From an optimization exercise on the open Yosys and OpenROAD flow, aimed at small area, a short achievable clock period and few clock cycles; shortcuts taken in it are not production practice.
In this exercise RTL edits were held to simulation tests only and were not proved equivalent to the original.
No activity file was given, so power comes from the tool's default toggle rates.

==> inputs of run A <==
## wasm_module_stream_parser
module wasm_module_stream_parser #(
  parameter int LENGTH_BITS = wmsp_pkg::LENGTH_BITS_DEF
) (
  input  logic        clk,
  input  logic        rst_n,
  input  logic        in_valid,
  output logic        in_ready,
  input  logic [7:0]  in_data,
  output logic        out_valid,
  input  logic        out_ready,
  output logic [3:0]  out_event,
  output logic [7:0]  out_section_id,
  output logic [31:0] out_entry_index,
  output logic [7:0]  out_kind,
  output logic [63:0] out_value,
  output logic        out_last,
  input  logic        cfg_valid,
  output logic        cfg_ready,
  input  logic [31:0] cfg_module_length
);
export LEC_CHECK = 0
export CAP_MARGIN = 20
export CORE_MARGIN = 2
export CORE_UTILIZATION = 40
export SLEW_MARGIN = 20
create_clock -name core_clock -period 13.5 [get_ports {clk}]
standard.sh (not shown) runs the stock make flow with config.mk's settings and CLKGATE_MAP_FILE= SYNTH_SCRIPT=/design/flow/synth_recipe.tcl, a recipe that flattens the netlist after the stock synthesis.
==> flow/flow/run.sh <==
#!/bin/bash
# Layout flow: the standard flow (standard synthesis, floorplan, power
# grid, placement, CTS, routing), with two changes to how cells are chosen:
#  - every input and output port still gets its own buffer, but a plain
#    sky130_fd_sc_hd__buf_1 instead of the default delay buffer;
#  - clock tree synthesis uses clkbuf_8 buffers and inserts no dummy loads.
# The constraints (constraint.sdc, clock period) are the standard flow's, unchanged.
# All of the make output goes to flow.log in this folder; each ORFS step
# also writes its own log under orfs/logs/.
set -euo pipefail
cd "$(dirname "$0")/.."
export BUFFER_PORTS_ARGS="-buffer_cell sky130_fd_sc_hd__buf_1"
export CTS_ARGS="-sink_clustering_enable -repair_clock_nets -dont_use_dummy_load -buf_list sky130_fd_sc_hd__clkbuf_8"
if ! bash standard.sh finish > flow.log 2>&1; then
  tail -n 40 flow.log
  exit 1
fi
==> run P (differences from run A) <==
--- a/flow/design.v
+++ b/flow/design.v
@@ -55,13 +55,13 @@
     S_DONE   = 5'd0,  S_HDR    = 5'd1,  S_SECID  = 5'd2,  S_SECSIZE = 5'd3,
     S_SKIP   = 5'd4,  S_COUNT  = 5'd5,  S_TFORM  = 5'd6,  S_TNPAR   = 5'd7,
     S_TPAR   = 5'd8,  S_TNRES  = 5'd9,  S_TRES   = 5'd10, S_FIDX    = 5'd11,
     S_ELEN   = 5'd12, S_ENAME  = 5'd13, S_EKIND  = 5'd14, S_EIDX    = 5'd15,
     S_CSIZE  = 5'd16, S_LCOUNT = 5'd17, S_LN     = 5'd18, S_LTYPE   = 5'd19,
-    S_CBYTE  = 5'd20, S_SKIPT  = 5'd21
+    S_CBYTE  = 5'd20
   } st_t;
-  localparam logic [2:0] X_NONE = 3'd0, X_T = 3'd1, X_F = 3'd2, X_X = 3'd3, X_B = 3'd4;
+  localparam logic [2:0] X_T = 3'd0, X_F = 3'd1, X_X = 3'd2, X_B = 3'd3, X_NONE = 3'd4;
   localparam logic [1:0] V_HOLD = 2'd0, V_LEB = 2'd1, V_HDR = 2'd2, V_ZERO = 2'd3;
   logic        ib_v, ib1_v;
   logic [7:0]  ib_d, ib1_d;
   logic        cfg_pend_r, pend_end_r;
   logic        ov_r, olast_r, osec_r;
@@ -139,20 +139,21 @@
   logic [7:0]  kind_n;
   logic        inc_t, inc_f, inc_b, set_x_inc;
   logic        level_s, level_b;
   logic        nx_ent;    
   st_t         nx_start;
+  logic        push_b;
   always_comb begin
     st_n = st_r;  k_n = k_r;
     rem_n = rem_r - 32'd1;  alim_n = (rem_r == 32'd2);
     ent_n = ent_r;  items_n = items_r;
     e0_v = 1'b0;  e1_v = 1'b0;  e0_ev = wmsp_pkg::EV_CODEBYTE;  e0_sel = X_NONE;
     e0_sec = 1'b1;
     vmode = V_HOLD;  vtrunc = 1'b0;  vbyte = 1'b0;
     kind_n = 8'd0;
     inc_t = 1'b0;  inc_f = 1'b0;  inc_b = 1'b0;  set_x_inc = 1'b0;
-    nx_ent = 1'b0;  nx_start = S_TFORM;
+    nx_ent = 1'b0;  nx_start = S_TFORM;  push_b = 1'b0;
     level_s = 1'b0;  level_b = 1'b0;
     if (leb_ph) begin
       vmode = V_LEB;
       k_n = leb_done ? 10'd1 : {k_r[8:0], 1'b0};
     end
@@ -189,22 +190,19 @@
         if (vz) begin
           st_n = S_SECID;
           if (at_lim) begin
             e1_v = 1'b1; st_n = S_DONE;
           end
-        end else begin
+        end else if (fits) begin
           rem_n = v[31:0];  alim_n = (v[31:0] == 32'd1);
-          if (fits) begin
-            st_n = (sk_t || sk_f || sk_e || sk_c) ? S_COUNT : S_SKIP;
-          end else begin
-            e0_ev = wmsp_pkg::EV_TRUNC;
-            st_n = S_DONE;
-          end
+          st_n = (sk_t || sk_f || sk_e || sk_c) ? S_COUNT : S_SKIP;
+        end else begin
+          e0_ev = wmsp_pkg::EV_TRUNC;
+          st_n = S_DONE;
         end
       end
       S_SKIP: level_s = 1'b1;
-      S_SKIPT: items_n = items_r - 32'd1;
       S_COUNT: begin
         level_s = 1'b1;
         if (leb_done) begin
           if (vz) begin
             st_n = S_SKIP;
@@ -304,19 +302,17 @@
           e0_v = 1'b1;
           e0_ev = wmsp_pkg::EV_BODY; e0_sel = X_B;
           inc_b = 1'b1;
           if (vz) begin
             nx_ent = 1'b1; nx_start = S_CSIZE;
-          end else begin
+          end else if (fits) begin
+            push_b = 1'b1;
             rem_n = v[31:0];  alim_n = (v[31:0] == 32'd1);
-            items_n = rem_r - 32'd1;
-            if (fits) begin
-              st_n = S_LCOUNT;
-            end else begin
-              e0_ev = wmsp_pkg::EV_TRUNC; e0_sel = X_NONE;
-              st_n = S_SKIPT;
-            end
+            st_n = S_LCOUNT;
+          end else begin
+            e0_ev = wmsp_pkg::EV_TRUNC; e0_sel = X_NONE;
+            st_n = S_SKIP;
           end
         end
       end
       S_LCOUNT: begin
         level_b = 1'b1;
@@ -352,11 +348,11 @@
       end else begin
         ent_n = ent_r - 32'd1;
         st_n = nx_start;
       end
     end
-    if ((level_s && at_lim) || (level_b && at_lim && srest_z) || (st_r == S_SKIPT && items_last)) begin
+    if ((level_s && at_lim && !push_b) || (level_b && at_lim && srest_z)) begin
       rem_n = mrest_r;  alim_n = (mrest_r == 32'd1);
       st_n = S_SECID;
       k_n = 10'd1;
       if (mrest_z) begin
         e1_v = 1'b1;
@@ -426,11 +422,11 @@
     endcase
     oval_d = oval_d & {64{vmode != V_ZERO}};
     if (pend_end_r) oval_d = {32'd0, mlen_r};
   end
   always_ff @(posedge clk) begin
-    if (out_free && (pend_end_r || (wk && st_r != S_LTYPE))) oval_r <= oval_d;
+    if (out_free && (pend_end_r || (wk && vmode != V_HOLD))) oval_r <= oval_d;
   end
   always_ff @(posedge clk) begin
     if (work && leb_ph) begin
       acc_nz_r <= (acc_nz_r && !k_r[0]) || b_nz;
       acc_hi_r <= v_hi;
@@ -460,13 +456,25 @@
       ent_r   <= ent_n;
       items_r <= items_n;
     end
     if (work && st_r == S_SECID) sec_r <= b;
   end
-  logic [31:0] inc_in, inc_out;
-  assign inc_in  = x_inc_r ? x_r : (st_r == S_TFORM) ? tl_r : (st_r == S_FIDX) ? fl_r : bl_r;
-  assign inc_out = inc_in + 32'd1;
+  logic [1:0]  csel;
+  logic [31:0] cnt, inc_out;
+  always_comb begin
+    if (ov_r) csel = osel_r[1:0];
+    else if (st_r == S_TFORM) csel = X_T[1:0];
+    else if (st_r == S_FIDX) csel = X_F[1:0];
+    else csel = X_B[1:0];
+    unique case (csel)
+      2'd0:    cnt = tl_r;
+      2'd1:    cnt = fl_r;
+      2'd2:    cnt = x_r;
+      default: cnt = bl_r;
+    endcase
+  end
+  assign inc_out = cnt + 32'd1;
   always_ff @(posedge clk) begin
     if (out_free && (cfg_pend_r || wk && inc_t)) tl_r <= cfg_pend_r ? '1 : inc_out;
     if (out_free && (cfg_pend_r || wk && inc_f)) fl_r <= cfg_pend_r ? '1 : inc_out;
     if (out_free && (cfg_pend_r || wk && inc_b && !bl_xtra_r)) bl_r <= cfg_pend_r ? '1 : inc_out;
     if (out_free && (cfg_pend_r || wk && inc_b)) bl_xtra_r <= !cfg_pend_r && !vz && !fits;
@@ -477,15 +485,7 @@
   assign out_event       = oev_r;
   assign out_section_id  = osec_r ? sec_r : 8'd0;
   assign out_kind        = okind_r;
   assign out_value       = oval_r;
   assign out_last        = olast_r;
-  always_comb begin
-    unique case (osel_r)
-      X_T:     out_entry_index = tl_r;
-      X_F:     out_entry_index = fl_r;
-      X_X:     out_entry_index = x_r;
-      X_B:     out_entry_index = bl_r;
-      default: out_entry_index = 32'd0;
-    endcase
-  end
+  assign out_entry_index = cnt & {32{!osel_r[2]}};
 endmodule
==> flow/run.sh (new file) <==
#!/bin/bash
# synth_recipe.tcl (not shown) runs the flow's synth.tcl, then flattens the netlist and writes it again
# the make line also repeats each setting of config.mk as NAME=value (left out here)
make -C /OpenROAD-flow-scripts/flow DESIGN_CONFIG=/design/flow/config.mk WORK_HOME=/design/flow/orfs CLKGATE_MAP_FILE= SYNTH_SCRIPT=/design/flow/synth_recipe.tcl finish
removed: flow/flow/run.sh
removed: flow/standard.sh
==> run K (differences from run A) <==
--- a/flow/design.v
+++ b/flow/design.v
@@ -50,33 +50,32 @@
   input  logic        cfg_valid,
   output logic        cfg_ready,
   input  logic [31:0] cfg_module_length
 );
   typedef enum logic [4:0] {
-    S_DONE   = 5'd0,  S_HDR    = 5'd1,  S_SECID  = 5'd2,  S_SECSIZE = 5'd3,
-    S_SKIP   = 5'd4,  S_COUNT  = 5'd5,  S_TFORM  = 5'd6,  S_TNPAR   = 5'd7,
-    S_TPAR   = 5'd8,  S_TNRES  = 5'd9,  S_TRES   = 5'd10, S_FIDX    = 5'd11,
-    S_ELEN   = 5'd12, S_ENAME  = 5'd13, S_EKIND  = 5'd14, S_EIDX    = 5'd15,
-    S_CSIZE  = 5'd16, S_LCOUNT = 5'd17, S_LN     = 5'd18, S_LTYPE   = 5'd19,
-    S_CBYTE  = 5'd20, S_SKIPT  = 5'd21
+    S_DONE   = 5'b00000, S_HDR    = 5'b00001, S_SECID  = 5'b00010, S_SKIP   = 5'b00011,
+    S_TFORM  = 5'b00100, S_TPAR   = 5'b00101, S_TRES   = 5'b00110, S_ENAME  = 5'b00111,
+    S_LTYPE  = 5'b01000, S_CBYTE  = 5'b01001, S_EKIND  = 5'b01010, S_SKIPT  = 5'b01011,
+    S_SECSIZE = 5'b10000, S_COUNT = 5'b10001, S_TNPAR  = 5'b10010, S_TNRES  = 5'b10011,
+    S_FIDX   = 5'b10100, S_ELEN   = 5'b10101, S_EIDX   = 5'b10110, S_CSIZE  = 5'b10111,
+    S_LCOUNT = 5'b11000, S_LN     = 5'b11001
   } st_t;
-  localparam logic [2:0] X_NONE = 3'd0, X_T = 3'd1, X_F = 3'd2, X_X = 3'd3, X_B = 3'd4;
+  localparam logic [3:0] X_NONE = 4'b0000, X_T = 4'b0001, X_F = 4'b0010, X_X = 4'b0100, X_B = 4'b1000;
   localparam logic [1:0] V_HOLD = 2'd0, V_LEB = 2'd1, V_HDR = 2'd2, V_ZERO = 2'd3;
   logic        ib_v, ib1_v;
   logic [7:0]  ib_d, ib1_d;
   logic        cfg_pend_r, pend_end_r;
   logic        ov_r, olast_r, osec_r;
   logic [3:0]  oev_r;
-  logic [2:0]  osel_r;
+  logic [3:0]  osel_r;
   logic [7:0]  okind_r;
   logic [63:0] oval_r;
   st_t         st_r;
-  logic [9:0]  k_r;                  
+  logic [8:0]  tk_r;                 
   logic        acc_nz_r, acc_hi_r;   
   logic [31:0] mlen_r;
   logic [31:0] rem_r, mrest_r, srest_r;
-  logic        at_lim;               
   logic [31:0] ent_r, items_r;
   logic [7:0]  sec_r;
   logic [31:0] tl_r, fl_r, bl_r, x_r;
   logic        x_inc_r, bl_xtra_r;
   logic out_free, proc, work;
@@ -92,29 +91,33 @@
   logic [32:0] sum;
   logic        fits;
   logic        sk_t, sk_f, sk_e, sk_c;
   logic        ent_last, items_last, srest_z, mrest_z;
   assign b        = ib_d;
-  assign leb_done = !b[7] || k_r[9] || at_lim;
-  assign leb_ph   = (st_r == S_SECSIZE) || (st_r == S_COUNT) || (st_r == S_TNPAR) ||
-                    (st_r == S_TNRES) || (st_r == S_FIDX) || (st_r == S_ELEN) ||
-                    (st_r == S_EIDX) || (st_r == S_CSIZE) || (st_r == S_LCOUNT) ||
-                    (st_r == S_LN);
+  logic [9:0]  k_r;                  
+  always_comb begin
+    k_r[0] = !tk_r[0];
+    for (int g = 1; g < 9; g++) k_r[g] = tk_r[g-1] && !tk_r[g];
+    k_r[9] = tk_r[8];
+  end
+  logic at_lim;
+  assign at_lim   = (rem_r == 32'd1);   
+  assign leb_done = !b[7] || tk_r[8] || at_lim;
+  assign leb_ph   = st_r[4];
   always_comb begin
-    v = k_r[0] ? 64'd0 : oval_r;
     for (int g = 0; g < 9; g++) begin
-      if (k_r[g]) v[7*g +: 7] = b[6:0];
+      v[7*g +: 7] = tk_r[g] ? oval_r[7*g +: 7] : (b[6:0] & {7{k_r[g]}});
     end
-    if (k_r[9]) v[63] = b[0];
+    v[63] = tk_r[8] && b[0];
   end
   logic b_nz, b_hi;
   always_comb begin
-    b_nz = k_r[9] ? b[0] : (b[6:0] != 7'd0);
-    b_hi = k_r[4] ? (b[6:4] != 3'd0) : (k_r[9:5] != 5'd0) && b_nz;
+    b_nz = tk_r[8] ? b[0] : (b[6:0] != 7'd0);
+    b_hi = k_r[4] ? (b[6:4] != 3'd0) : tk_r[4] && b_nz;
   end
-  assign vz   = !((acc_nz_r && !k_r[0]) || b_nz);
-  assign v_hi = (acc_hi_r && !k_r[0]) || b_hi;
+  assign vz   = !((acc_nz_r && tk_r[0]) || b_nz);
+  assign v_hi = (acc_hi_r && tk_r[0]) || b_hi;
   assign sum  = {1'b0, rem_r} + {1'b0, ~v[31:0]};
   assign fits = sum[32] && !v_hi;
   assign sk_t = (sec_r == wmsp_pkg::SID_TYPES);
   assign sk_f = (sec_r == wmsp_pkg::SID_FUNCS);
   assign sk_e = (sec_r == wmsp_pkg::SID_EXPORTS);
@@ -125,61 +128,60 @@
   assign mrest_z    = (mrest_r == 32'd0);
   function automatic logic [31:0] sat32(logic [63:0] x);
     sat32 = (x[63:32] != 32'd0) ? 32'hFFFF_FFFF : x[31:0];
   endfunction
   st_t         st_n;
-  logic [9:0]  k_n;
+  logic [8:0]  k_n;
   logic [31:0] rem_n, ent_n, items_n;
-  logic        alim_n;
   logic        e0_v, e1_v;
   logic [3:0]  e0_ev;
-  logic [2:0]  e0_sel;
+  logic [3:0]  e0_sel;
   logic        e0_sec;
   logic [1:0]  vmode;
   logic        vtrunc, vbyte;
   logic [7:0]  kind_n;
   logic        inc_t, inc_f, inc_b, set_x_inc;
   logic        level_s, level_b;
   logic        nx_ent;    
   st_t         nx_start;
   always_comb begin
-    st_n = st_r;  k_n = k_r;
-    rem_n = rem_r - 32'd1;  alim_n = (rem_r == 32'd2);
+    st_n = st_r;  k_n = tk_r;
+    rem_n = rem_r - 32'd1;
     ent_n = ent_r;  items_n = items_r;
     e0_v = 1'b0;  e1_v = 1'b0;  e0_ev = wmsp_pkg::EV_CODEBYTE;  e0_sel = X_NONE;
     e0_sec = 1'b1;
     vmode = V_HOLD;  vtrunc = 1'b0;  vbyte = 1'b0;
     kind_n = 8'd0;
     inc_t = 1'b0;  inc_f = 1'b0;  inc_b = 1'b0;  set_x_inc = 1'b0;
     nx_ent = 1'b0;  nx_start = S_TFORM;
     level_s = 1'b0;  level_b = 1'b0;
     if (leb_ph) begin
       vmode = V_LEB;
-      k_n = leb_done ? 10'd1 : {k_r[8:0], 1'b0};
+      k_n = leb_done ? 9'd0 : {tk_r[7:0], 1'b1};
     end
     unique case (st_r)
       S_HDR: begin
         vmode = V_HDR;
-        k_n = {k_r[8:0], 1'b0};
+        k_n = {tk_r[7:0], 1'b1};
         if (k_r[0] && rem_r[31:3] == 29'd0) begin
           e0_v = 1'b1; e0_ev = wmsp_pkg::EV_BAD_HDR; e0_sec = 1'b0; vmode = V_ZERO;
           st_n = S_DONE;
         end else if (k_r[3] && {b, oval_r[31:8]} != wmsp_pkg::HDR_MAGIC) begin
           e0_v = 1'b1; e0_ev = wmsp_pkg::EV_BAD_HDR; e0_sec = 1'b0;
           st_n = S_DONE;
         end else if (k_r[7]) begin
           e0_v = 1'b1; e0_ev = wmsp_pkg::EV_HDR_OK; e0_sec = 1'b0;
-          k_n = 10'd1;
+          k_n = 9'd0;
           st_n = S_SECID;
           if (at_lim) begin
             e1_v = 1'b1; st_n = S_DONE;
           end
         end
       end
       S_SECID: begin
         st_n = S_SECSIZE;
-        k_n = 10'd1;
+        k_n = 9'd0;
         if (at_lim) begin
           e0_v = 1'b1; e0_ev = wmsp_pkg::EV_SEC_START; vmode = V_ZERO;
           e1_v = 1'b1; st_n = S_DONE;
         end
       end
@@ -190,11 +192,11 @@
           st_n = S_SECID;
           if (at_lim) begin
             e1_v = 1'b1; st_n = S_DONE;
           end
         end else begin
-          rem_n = v[31:0];  alim_n = (v[31:0] == 32'd1);
+          rem_n = v[31:0];
           if (fits) begin
             st_n = (sk_t || sk_f || sk_e || sk_c) ? S_COUNT : S_SKIP;
           end else begin
             e0_ev = wmsp_pkg::EV_TRUNC;
             st_n = S_DONE;
@@ -278,11 +280,11 @@
         if (items_last) st_n = S_EKIND;
       end
       S_EKIND: begin
         level_s = 1'b1;
         kind_n = b;
-        k_n = 10'd1;
+        k_n = 9'd0;
         if (at_lim) begin
           e0_v = 1'b1; e0_ev = wmsp_pkg::EV_EXPORT; e0_sel = X_X; vmode = V_ZERO;
           set_x_inc = 1'b1;
           nx_ent = 1'b1; nx_start = S_ELEN;
         end else begin
@@ -305,11 +307,11 @@
           e0_ev = wmsp_pkg::EV_BODY; e0_sel = X_B;
           inc_b = 1'b1;
           if (vz) begin
             nx_ent = 1'b1; nx_start = S_CSIZE;
           end else begin
-            rem_n = v[31:0];  alim_n = (v[31:0] == 32'd1);
+            rem_n = v[31:0];
             items_n = rem_r - 32'd1;
             if (fits) begin
               st_n = S_LCOUNT;
             end else begin
               e0_ev = wmsp_pkg::EV_TRUNC; e0_sel = X_NONE;
@@ -342,24 +344,24 @@
       end
       default: st_n = S_DONE;
     endcase
     if (level_b && at_lim) begin
       nx_ent = 1'b1; nx_start = S_CSIZE;
-      rem_n = srest_r;  alim_n = (srest_r == 32'd1);
+      rem_n = srest_r;
     end
     if (nx_ent) begin
       if (ent_last) begin
         st_n = S_SKIP;
       end else begin
         ent_n = ent_r - 32'd1;
         st_n = nx_start;
       end
     end
     if ((level_s && at_lim) || (level_b && at_lim && srest_z) || (st_r == S_SKIPT && items_last)) begin
-      rem_n = mrest_r;  alim_n = (mrest_r == 32'd1);
+      rem_n = mrest_r;
       st_n = S_SECID;
-      k_n = 10'd1;
+      k_n = 9'd0;
       if (mrest_z) begin
         e1_v = 1'b1;
         st_n = S_DONE;
       end
     end
@@ -393,16 +395,13 @@
     end else if (cfg_valid && cfg_ready || out_free) begin
       cfg_pend_r <= cfg_valid && cfg_ready;
     end
   end
   always_ff @(posedge clk) begin
-    if (!rst_n) begin
-      ov_r <= 1'b0;
-      pend_end_r <= 1'b0;
-    end else if (out_free) begin
-      ov_r <= pend_end_r || (wk && e0_v);
-      pend_end_r <= wk && e1_v;
+    if (!rst_n || out_free) begin
+      ov_r <= rst_n && (pend_end_r || (wk && e0_v));
+      pend_end_r <= rst_n && wk && e1_v;
     end
   end
   always_ff @(posedge clk) begin
     if (out_free && (pend_end_r || (wk && e0_v))) begin
       oev_r   <= pend_end_r ? wmsp_pkg::EV_END : e0_ev;
@@ -430,30 +429,26 @@
   always_ff @(posedge clk) begin
     if (out_free && (pend_end_r || (wk && st_r != S_LTYPE))) oval_r <= oval_d;
   end
   always_ff @(posedge clk) begin
     if (work && leb_ph) begin
-      acc_nz_r <= (acc_nz_r && !k_r[0]) || b_nz;
+      acc_nz_r <= (acc_nz_r && tk_r[0]) || b_nz;
       acc_hi_r <= v_hi;
     end
   end
   always_ff @(posedge clk) begin
-    if (!rst_n) begin
-      st_r <= S_DONE;
-    end else if (out_free && (cfg_pend_r || wk)) begin
-      st_r <= cfg_pend_r ? ((rem_r == 32'd0) ? S_DONE : S_HDR) : st_n;
-    end
+    if (!rst_n || (out_free && (cfg_pend_r || wk)))
+      st_r <= st_t'((cfg_pend_r ? ((rem_r == 32'd0) ? S_DONE : S_HDR) : st_n) & {5{rst_n}});
   end
   always_ff @(posedge clk) begin
     if (cfg_valid && cfg_ready || work) begin
       rem_r  <= (cfg_valid && cfg_ready) ? cfg_module_length : rem_n;
-      at_lim <= (cfg_valid && cfg_ready) ? (cfg_module_length == 32'd1) : alim_n;
     end
   end
   always_ff @(posedge clk) begin
     if (restart) mlen_r <= rem_r;
-    if (out_free && (cfg_pend_r || wk)) k_r <= cfg_pend_r ? 10'd1 : k_n;
+    if (out_free && (cfg_pend_r || wk)) tk_r <= cfg_pend_r ? 9'd0 : k_n;
   end
   always_ff @(posedge clk) begin
     if (work && st_r == S_SECSIZE) mrest_r <= sum[31:0];
     if (work && st_r == S_CSIZE) srest_r <= sum[31:0];
     if (work) begin
@@ -478,14 +473,9 @@
   assign out_section_id  = osec_r ? sec_r : 8'd0;
   assign out_kind        = okind_r;
   assign out_value       = oval_r;
   assign out_last        = olast_r;
   always_comb begin
-    unique case (osel_r)
-      X_T:     out_entry_index = tl_r;
-      X_F:     out_entry_index = fl_r;
-      X_X:     out_entry_index = x_r;
-      X_B:     out_entry_index = bl_r;
-      default: out_entry_index = 32'd0;
-    endcase
+    out_entry_index = (tl_r & {32{osel_r[0]}}) | (fl_r & {32{osel_r[1]}}) |
+                      (x_r & {32{osel_r[2]}}) | (bl_r & {32{osel_r[3]}});
   end
 endmodule
==> flow/flow/run.sh (replaced) <==
#!/bin/bash
# Layout flow: the standard flow (standard synthesis, floorplan, power
# grid, placement, CTS, routing), with these changes to how cells are chosen:
#  - every input and output port still gets its own buffer, but a plain
#    sky130_fd_sc_hd__buf_1 instead of the default delay buffer;
#  - clock tree synthesis uses clkbuf_8 buffers and inserts no dummy loads;
#  - timing repair aims for 9 ns of setup slack at the (unchanged) clock
#    period, so that it works on paths that already meet it.
# The constraints (constraint.sdc, clock period) are the standard flow's, unchanged.
# All of the make output goes to flow.log in this folder; each ORFS step
# also writes its own log under orfs/logs/.
set -euo pipefail
cd "$(dirname "$0")/.."
export BUFFER_PORTS_ARGS="-buffer_cell sky130_fd_sc_hd__buf_1"
export SETUP_SLACK_MARGIN=9
export CTS_ARGS="-sink_clustering_enable -repair_clock_nets -dont_use_dummy_load -buf_list sky130_fd_sc_hd__clkbuf_8"
if ! bash standard.sh finish > flow.log 2>&1; then
  tail -n 40 flow.log
  exit 1
fi
==> notes <==
Run A ran to the end with no violations. Run K completed without violations. Run P completed with no timing, DRC or antenna violations.
The lowest clock skew belongs to run P, the highest to run K.
The highest worst hold slack belongs to run P, the lowest to run K.
The highest sequential power belongs to run K, the lowest to run P.
Against run K, the sequential share of layout area of run A is lower by 0.32 points.
Against run P, the first-iteration DRC count of run A is higher by 13%.
The highest final area belongs to run P, the lowest to run K.
In count of clock-buffer cells in the layout, run K and run A do not differ.
Against run K, the die area of run A is higher by about 3%.
Against run P, the synthesized cell count of run K is higher by about 9%.
In run P the sequential cell count is higher than in run K, by 1.
==> figures <==
Result of the run: run P finished clean; run A finished clean; run K finished clean
RSZ-0062 raised after global routing: run P false; run A false; run K true
Ratio of routed vias to standard cells: run P 6.17; run A 6.53; run K 6.15
Xor and xnor fraction of the mapped netlist area: run P 3.79%; run A 3.20%; run K 3.73%
Final Wtd Congestion: run P 0.936; run A 1.02; run K 0.945
Num tapcells: run P 855; run A 873; run K 864
Post-DP HPWL: run P 60700 um; run A 70100 um; run K 63700 um
Sum of met2 wire segment lengths after detailed routing: run P 38300 um; run A 46000 um; run K 40600 um
Register Area: run P 13400 um2; run A 13400 um2; run K 13500 um2
Power drawn by the combinational cells: run P 430 uW; run A 587 uW; run K 1.68 mW
Nets in the synthesized netlist: run P 2536; run A 2857; run K 2767
Logic depth of the worst setup path including buffers: run P 8; run A 11; run K 6
Cell Area, Placed: run P 28600 um2; run A 28700 um2; run K 28000 um2
Setup slack after layout: run P 6.94 ns; run A 8.08 ns; run K 8.95 ns
Leakage power summed over all cells: run P 10.1 nW; run A 10.0 nW; run K 9.91 nW
Internal power: run P 2.64 mW; run A 2.35 mW; run K 2.96 mW
Hold Startpoint: run P mlen_r[7]$_DFFE_PP_; run A mlen_r[24]$_DFFE_PP_; run K mlen_r[23]$_DFFE_PP_
Power density over the cells: run P 117 nW/um2; run A 112 nW/um2; run K 160 nW/um2
Number of buffers added by the clock tree synthesis step: run P 53; run A 79; run K 79
Met3 wire len: run P 7840 um; run A 9810 um; run K 8370 um
Clock latency at the later pin of the worst-skew pair: run P 0.60 ns; run A 0.69 ns; run K 0.70 ns
Testbench counts of run A, summed over its fixed seeds: cycles 31,454.
Testbench counts of run P, summed over its fixed seeds: cycles 31,454.
Testbench counts of run K, summed over its fixed seeds: cycles 31,454.

afterwards: timing with drivers on the ports:
The flow's constraints put no driver on any port. The routed layouts listed below were extracted and timed again, unchanged, in two steps. Step 1 assumes that a clkbuf_16 drives the clock port and a buf_2 every other input. Step 2 moves the port delays by t, midway between the first and last clock arrival at a register: inputs arrive t later, outputs are due t later. That takes back most of the time a late clock gives input paths. Three values: no drivers, after step 1, after step 2; two values: the first two.
run | t, ns | slack for setup (ns) | worst setup path after step 2 | pins driven straight from the clock port
run A | 0.710 | 8.078 / 8.078 / 7.610 | input to register | 1
run P | 0.650 | 6.936 / 6.877 / 7.527 | register to output | 1
run K | 0.706 | 8.947 / 8.891 / 8.470 | input to register | 1
After both steps every run listed still meets setup and hold. The setup slack of run K, which loses most, moves by -0.056 ns with the drivers and by -0.477 ns with both steps.
